Context: an optimization exercise on an open-source flow, tuned for small area, a short achievable clock period and few clock cycles. The choices shown serve that exercise and are no tape-out recipe. Where RTL was checked, it was by simulation tests only, not by an equivalence proof against the original. Power and IR drop assume default switching activity.

==> 04-12 <==
==> flow/design.v (excerpt) <==
module conv_top (
  input  wire logic                     clock,
  input  wire logic                     rst_n,
  input  wire logic                     go,
  output logic                          finish,
  output logic [conv_pkg::IMAGE_ADDR_W-1:0]       image_address,
  output logic                          image_enable,
  input  wire logic [conv_pkg::DATA_W-1:0]        image_data,
  output logic [conv_pkg::FILTER_ADDR_W-1:0]      filter_address,
  output logic                          filter_enable,
  input  wire logic [conv_pkg::DATA_W-1:0]        filter_data,
  output logic [conv_pkg::OUTPUT_ADDR_W-1:0]      output_address,
  output logic [conv_pkg::DATA_W-1:0]             output_data,
  output logic                          output_write
);
==> flow/config.mk <==
export PLATFORM = sky130hd
export DESIGN_NAME = conv_top
export DESIGN_NICKNAME = conv_top
export VERILOG_FILES = /design/flow/design.v
export SDC_FILE = /design/flow/constraint.sdc
export NUM_CORES = 4
export LEC_CHECK = 0
export CAP_MARGIN = 20
export CORE_MARGIN = 2
export CORE_UTILIZATION = 40
export SLEW_MARGIN = 20
export SYNTH_HIERARCHICAL = 1
==> flow/constraint.sdc <==
create_clock -name core_clock -period 11.0 [get_ports {clock}]
set_input_delay 2.2000 -clock core_clock [delete_from_list [all_inputs] [get_ports {clock}]]
set_output_delay 2.2000 -clock core_clock [all_outputs]
set_load 0.01 [all_outputs]
standard.sh (not shown) runs the stock make flow with config.mk's settings and CLKGATE_MAP_FILE= SYNTH_SCRIPT=/design/flow/synth_recipe.tcl, a recipe that flattens the netlist after the stock synthesis.
==> flow/flow/run.sh <==
#!/bin/bash
# Own layout flow: the standard ORFS flow (its standard synthesis
# included) with the settings in flow/params.sh: a setup-slack target for
# the timing repair, buf_2 port buffers and the clock tree options.
# ORFS writes each tool's log under orfs/logs; standard.log has the rest.
set -uo pipefail
source flow/params.sh
bash standard.sh > standard.log 2>&1
==> flow/flow/params.sh <==
export SETUP_SLACK_MARGIN=7.75
export BUFFER_PORTS_ARGS="-buffer_cell sky130_fd_sc_hd__buf_2"
export CTS_ARGS="-sink_clustering_enable -repair_clock_nets -dont_use_dummy_load -sink_clustering_size 30 -sink_clustering_max_diameter 150"
export SETUP_MOVE_SEQUENCE=sizeup,swap
==> 05-27 (differences from 04-12) <==
--- a/flow/config.mk
+++ b/flow/config.mk
@@ -8,5 +8,5 @@
 export CAP_MARGIN = 20
 export CORE_MARGIN = 2
-export CORE_UTILIZATION = 40
+export CORE_UTILIZATION = 65
 export SLEW_MARGIN = 20
 export SYNTH_HIERARCHICAL = 1
==> 06-14 (differences from 04-12) <==
--- a/flow/config.mk
+++ b/flow/config.mk
@@ -8,5 +8,5 @@
 export CAP_MARGIN = 20
 export CORE_MARGIN = 2
-export CORE_UTILIZATION = 40
+export CORE_UTILIZATION = 70
 export SLEW_MARGIN = 20
 export SYNTH_HIERARCHICAL = 1
==> comparison table <==
| metric | 05-27 | 06-14 | 04-12 |
|---|---|---|---|
| Outcome | finished clean | finished clean | finished clean |
| Sequential-cell power consumption | 1.42 mW | 1.42 mW | 1.41 mW |
| Nets | 1387 | 1385 | 1387 |
| Vias in the first global route | 8138 | 8346 | 8419 |
| Count of standard-cell rows | 53 | 51 | 68 |
| Final standard cell utilization of the core | 70.47% | 76.05% | 43.81% |
| Largest vdd supply drop | 0.2276 mV | 0.2513 mV | 0.1097 mV |
| Largest net degree at the start of global routing | 31 | 33 | 34 |
| Proportion of cell area occupied by registers | 38.82% | 38.75% | 38.07% |
| Signal buffers share of area | 2.914% | 2.806% | 3.092% |
| Detailed Routing Iterations Pass 1 | 5 | 6 | 5 |
| Multi-input combinational area share | 53.20% | 53.48% | 52.39% |
| Clock network fraction of total power | 12.7% | 12.4% | 13.1% |
| Vertical extent of the die | 150.5 µm | 145.1 µm | 190.7 µm |
| Half-perimeter wire length of the detailed placement result | 19510 µm | 19300 µm | 20550 µm |
| Global-route total usage across every layer | 24.73% | 25.75% | 16.19% |
| Switching Share | 37.85% | 38.10% | 37.90% |
| Average routed wire per standard cell | 19.04 µm | 18.96 µm | 17.76 µm |
| Die footprint | 22640 µm² | 21060 µm² | 36370 µm² |
Testbench counts of 04-12, summed over its fixed seeds: cycles 14,208.
Testbench counts of 05-27, summed over its fixed seeds: cycles 14,208.
Testbench counts of 06-14, summed over its fixed seeds: cycles 14,208.

==> 01-19 <==
conv_top, a different RTL version from the one above (not shown whole).
Design conv_top, start of the top module:
module conv_top (
  input  wire logic                     clock,
  input  wire logic                     rst_n,
  input  wire logic                     go,
  output logic                          finish,
  output logic [conv_pkg::IMAGE_ADDR_W-1:0]       image_address,
  output logic                          image_enable,
  input  wire logic [conv_pkg::DATA_W-1:0]        image_data,
  output logic [conv_pkg::FILTER_ADDR_W-1:0]      filter_address,
  output logic                          filter_enable,
  input  wire logic [conv_pkg::DATA_W-1:0]        filter_data,
  output logic [conv_pkg::OUTPUT_ADDR_W-1:0]      output_address,
  output logic [conv_pkg::DATA_W-1:0]             output_data,
  output logic                          output_write
);
==> module window_sequencer, before the edit <==
module window_sequencer (
  input  wire logic                    clock,
  input  wire logic                    rst_n,
  input  wire logic                    go,
  output logic                         running,
  output logic                         tile_end,
  output logic [conv_pkg::TILE_W-1:0]  tile,
  output logic [conv_pkg::IMAGE_ADDR_W-1:0]  image_address,
  output logic                         image_enable,
  output logic [conv_pkg::FILTER_ADDR_W-1:0] filter_address,
  output logic                         mac_first,
  output logic                         result_ready
);
  logic [3:0] phase;
  logic [3:0] phase_nxt;
  logic [3:0] start;
  logic [conv_pkg::TILE_W-1:0] tile_nxt;
  logic [1:0] r_nxt;
  logic [1:0] c_nxt;
  logic [3:0] row_nxt;
  logic [3:0] col_nxt;
  logic       end_d1;
  logic       end_d2;
  logic       end_d3;
  logic       go_d1;
  logic       go_d2;
  assign filter_address = phase;
  assign image_enable   = 1'b1;
  assign phase_nxt = (phase == 4'd8) ? 4'd0 : phase + 4'd1;
  assign tile_end  = running && (phase_nxt == start);
  assign tile_nxt  = tile + conv_pkg::TILE_W'(tile_end);
  always_comb begin
    case (phase_nxt)
      4'd0: begin r_nxt = 2'd0; c_nxt = 2'd0; end
      4'd1: begin r_nxt = 2'd0; c_nxt = 2'd1; end
      4'd2: begin r_nxt = 2'd0; c_nxt = 2'd2; end
      4'd3: begin r_nxt = 2'd1; c_nxt = 2'd0; end
      4'd4: begin r_nxt = 2'd1; c_nxt = 2'd1; end
      4'd5: begin r_nxt = 2'd1; c_nxt = 2'd2; end
      4'd6: begin r_nxt = 2'd2; c_nxt = 2'd0; end
      4'd7: begin r_nxt = 2'd2; c_nxt = 2'd1; end
      default: begin r_nxt = 2'd2; c_nxt = 2'd2; end
    endcase
  end
  assign row_nxt = {tile_nxt[3:2], 1'b0} + {2'b00, tile_nxt[3:2]} + {2'b00, r_nxt};
  assign col_nxt = {tile_nxt[1:0], 1'b0} + {2'b00, tile_nxt[1:0]} + {2'b00, c_nxt};
  assign mac_first    = end_d3 || go_d2;
  assign result_ready = end_d3;
  always_ff @(posedge clock) begin
    if (!rst_n) begin
      phase         <= '0;
      running       <= 1'b0;
      tile          <= '0;
      image_address <= '0;
      end_d1        <= 1'b0;
      end_d2        <= 1'b0;
      end_d3        <= 1'b0;
    end else begin
      phase         <= phase_nxt;
      tile          <= tile_nxt;
      image_address <= {row_nxt, col_nxt};
      end_d1        <= tile_end;
      end_d2        <= end_d1;
      end_d3        <= end_d2;
      if (go) begin
        running <= 1'b1;
      end else if (tile_end && (tile == conv_pkg::TILE_W'(conv_pkg::TILE_COUNT - 1))) begin
        running <= 1'b0;
      end
    end
  end
  always_ff @(posedge clock) begin
    go_d1 <= go;
    go_d2 <= go_d1;
    if (go) start <= phase;
  end
endmodule
make LEC_CHECK=0 CAP_MARGIN=20 CORE_MARGIN=2 CORE_UTILIZATION=40 SLEW_MARGIN=20 SYNTH_HIERARCHICAL=1 finish   # period 11.0 ns
run.sh (not shown) runs the stock make flow with config.mk's settings and CLKGATE_MAP_FILE= SYNTH_SCRIPT=/design/flow/synth_recipe.tcl, a recipe that flattens the netlist after the stock synthesis.
Stock flow here: none of the scripts above is used.
==> 11-20: changes against 01-19 <==
--- a/flow/design.v
+++ b/flow/design.v
@@ -28,68 +28,61 @@
   output logic                         mac_first,
   output logic                         result_ready
 );
-  logic [3:0] phase;
   logic [3:0] phase_nxt;
-  logic [3:0] start;
-  logic [conv_pkg::TILE_W-1:0] tile_nxt;
   logic [1:0] r_nxt;
   logic [1:0] c_nxt;
+  logic [3:0] count;
+  logic [conv_pkg::TILE_W-1:0] tile_nxt;
   logic [3:0] row_nxt;
   logic [3:0] col_nxt;
-  logic       end_d1;
-  logic       end_d2;
-  logic       end_d3;
-  logic       go_d1;
-  logic       go_d2;
-  assign filter_address = phase;
-  assign image_enable   = 1'b1;
-  assign phase_nxt = (phase == 4'd8) ? 4'd0 : phase + 4'd1;
-  assign tile_end  = running && (phase_nxt == start);
+  logic       busy;
+  assign image_enable = 1'b1;
+  assign phase_nxt = (filter_address == 4'd8) ? 4'd0 : filter_address + 4'd1;
+  assign tile_end  = running && (count == 4'd8);
   assign tile_nxt  = tile + conv_pkg::TILE_W'(tile_end);
   always_comb begin
     case (phase_nxt)
-      4'd0: begin r_nxt = 2'd0; c_nxt = 2'd0; end
-      4'd1: begin r_nxt = 2'd0; c_nxt = 2'd1; end
-      4'd2: begin r_nxt = 2'd0; c_nxt = 2'd2; end
-      4'd3: begin r_nxt = 2'd1; c_nxt = 2'd0; end
-      4'd4: begin r_nxt = 2'd1; c_nxt = 2'd1; end
-      4'd5: begin r_nxt = 2'd1; c_nxt = 2'd2; end
-      4'd6: begin r_nxt = 2'd2; c_nxt = 2'd0; end
-      4'd7: begin r_nxt = 2'd2; c_nxt = 2'd1; end
+      4'd0:    begin r_nxt = 2'd0; c_nxt = 2'd0; end
+      4'd1:    begin r_nxt = 2'd0; c_nxt = 2'd1; end
+      4'd2:    begin r_nxt = 2'd0; c_nxt = 2'd2; end
+      4'd3:    begin r_nxt = 2'd1; c_nxt = 2'd0; end
+      4'd4:    begin r_nxt = 2'd1; c_nxt = 2'd1; end
+      4'd5:    begin r_nxt = 2'd1; c_nxt = 2'd2; end
+      4'd6:    begin r_nxt = 2'd2; c_nxt = 2'd0; end
+      4'd7:    begin r_nxt = 2'd2; c_nxt = 2'd1; end
       default: begin r_nxt = 2'd2; c_nxt = 2'd2; end
     endcase
   end
   assign row_nxt = {tile_nxt[3:2], 1'b0} + {2'b00, tile_nxt[3:2]} + {2'b00, r_nxt};
   assign col_nxt = {tile_nxt[1:0], 1'b0} + {2'b00, tile_nxt[1:0]} + {2'b00, c_nxt};
-  assign mac_first    = end_d3 || go_d2;
-  assign result_ready = end_d3;
+  assign result_ready = mac_first && busy && ((tile != '0) || !running);
   always_ff @(posedge clock) begin
     if (!rst_n) begin
-      phase         <= '0;
-      running       <= 1'b0;
-      tile          <= '0;
-      image_address <= '0;
-      end_d1        <= 1'b0;
-      end_d2        <= 1'b0;
-      end_d3        <= 1'b0;
+      filter_address <= '0;
+      running        <= 1'b0;
+      busy           <= 1'b0;
+      tile           <= '0;
+      image_address  <= '0;
     end else begin
-      phase         <= phase_nxt;
-      tile          <= tile_nxt;
-      image_address <= {row_nxt, col_nxt};
-      end_d1        <= tile_end;
-      end_d2        <= end_d1;
-      end_d3        <= end_d2;
+      filter_address <= phase_nxt;
+      tile           <= tile_nxt;
+      image_address  <= {row_nxt, col_nxt};
       if (go) begin
         running <= 1'b1;
       end else if (tile_end && (tile == conv_pkg::TILE_W'(conv_pkg::TILE_COUNT - 1))) begin
         running <= 1'b0;
       end
+      if (go) begin
+        busy <= 1'b1;
+      end else if (result_ready && !running) begin
+        busy <= 1'b0;
+      end
     end
   end
   always_ff @(posedge clock) begin
-    go_d1 <= go;
-    go_d2 <= go_d1;
-    if (go) start <= phase;
+    if (go) count <= 4'd1;
+    else    count <= (count == 4'd8) ? 4'd0 : count + 4'd1;
+    mac_first <= !go && (count == 4'd1);
   end
 endmodule
 `default_nettype wire
==> flow/flow/run.sh (new file) <==
#!/bin/bash
# Own layout flow: the standard ORFS flow (its standard synthesis
# included) with the settings in flow/params.sh: a setup-slack target for
# the timing repair, buf_2 port buffers and the clock tree options.
# ORFS writes each tool's log under orfs/logs; standard.log has the rest.
set -uo pipefail
source flow/params.sh
bash standard.sh > standard.log 2>&1
==> flow/flow/params.sh (new file) <==
export SETUP_SLACK_MARGIN=7.7
export BUFFER_PORTS_ARGS="-buffer_cell sky130_fd_sc_hd__buf_2"
export CTS_ARGS="-sink_clustering_enable -repair_clock_nets -dont_use_dummy_load -sink_clustering_size 30 -sink_clustering_max_diameter 150"
==> flow/standard.sh (new file) <==
#!/bin/bash
# synth_recipe.tcl (not shown) runs the flow's synth.tcl, then flattens the netlist and writes it again
# the make line also repeats each setting of config.mk as NAME=value (left out here)
make -C /OpenROAD-flow-scripts/flow DESIGN_CONFIG=/design/flow/config.mk WORK_HOME=/design/flow/orfs CLKGATE_MAP_FILE= SYNTH_SCRIPT=/design/flow/synth_recipe.tcl "${@:-finish}"
removed: flow/run.sh
==> 02-17: changes against 01-19 <==
--- a/flow/config.mk
+++ b/flow/config.mk
@@ -5,6 +5,7 @@
 export SDC_FILE = /design/flow/constraint.sdc
 export NUM_CORES = 4
 export LEC_CHECK = 0
+export ABC_AREA = 1
 export CAP_MARGIN = 20
 export CORE_MARGIN = 2
 export CORE_UTILIZATION = 40
==> notes <==
Sequential share of layout area, lowest first: 02-17, 01-19, 11-20. Design area: 11-20 is lower than 01-19 (about 6%). Clock power: 11-20 < 01-19 < 02-17. Against 01-19, the flip-flop and latch count of 11-20 is lower by 3. Against 01-19, the core utilization of 02-17 is higher by 0.32 points. Worst setup slack, lowest first: 01-19, 02-17, 11-20. Between 01-19 and 02-17, the lower die area is in 02-17 (gap about 0.56%, measured against 02-17). Of 11-20 and 01-19, 01-19 has the higher synthesized area (gap about 0.9%, measured against 01-19). Of 11-20 and 02-17, 02-17 has the higher via count (gap about 8%, measured against 02-17). Against 01-19, the clock skew of 11-20 is higher by 0.023 ns.
No functional check of the RTL was part of any run of this note.

-- re-timing with driven ports --
How much do the figures lean on ideal ports? The routed layouts below were timed once more, with nothing changed but the port constraints. Step 1 (the two cells are an assumption about what drives the block):
set clk [get_ports {clock}]
set_driving_cell -lib_cell sky130_fd_sc_hd__clkbuf_16 $clk
set_driving_cell -lib_cell sky130_fd_sc_hd__buf_2 [delete_from_list [all_inputs] $clk]
Step 2 also shifts input and output timing later by t, the mid clock arrival at the registers, as if the neighbouring blocks saw the same clock. Slacks: ideal ports / drivers / drivers and shift; pairs: ideal ports / drivers.
run | t (ns) | setup WS [ns] | slew at the worst register clock pin (ns)
04-12 | 0.530 | 7.770 / 7.744 / 7.770 | 0.12 / 0.12
05-27 | 0.520 | 7.776 / 7.759 / 7.776 | 0.11 / 0.11
06-14 | 0.512 | 7.783 / 7.749 / 7.783 | 0.11 / 0.11
01-19 | 0.609 | 6.839 / 6.839 / 6.839 | 0.07 / 0.07
11-20 | 0.530 | 7.751 / 7.719 / 7.751 | 0.11 / 0.11
02-17 | 0.619 | 7.144 / 7.091 / 7.270 | 0.07 / 0.07
After both steps every run listed still meets setup and hold.
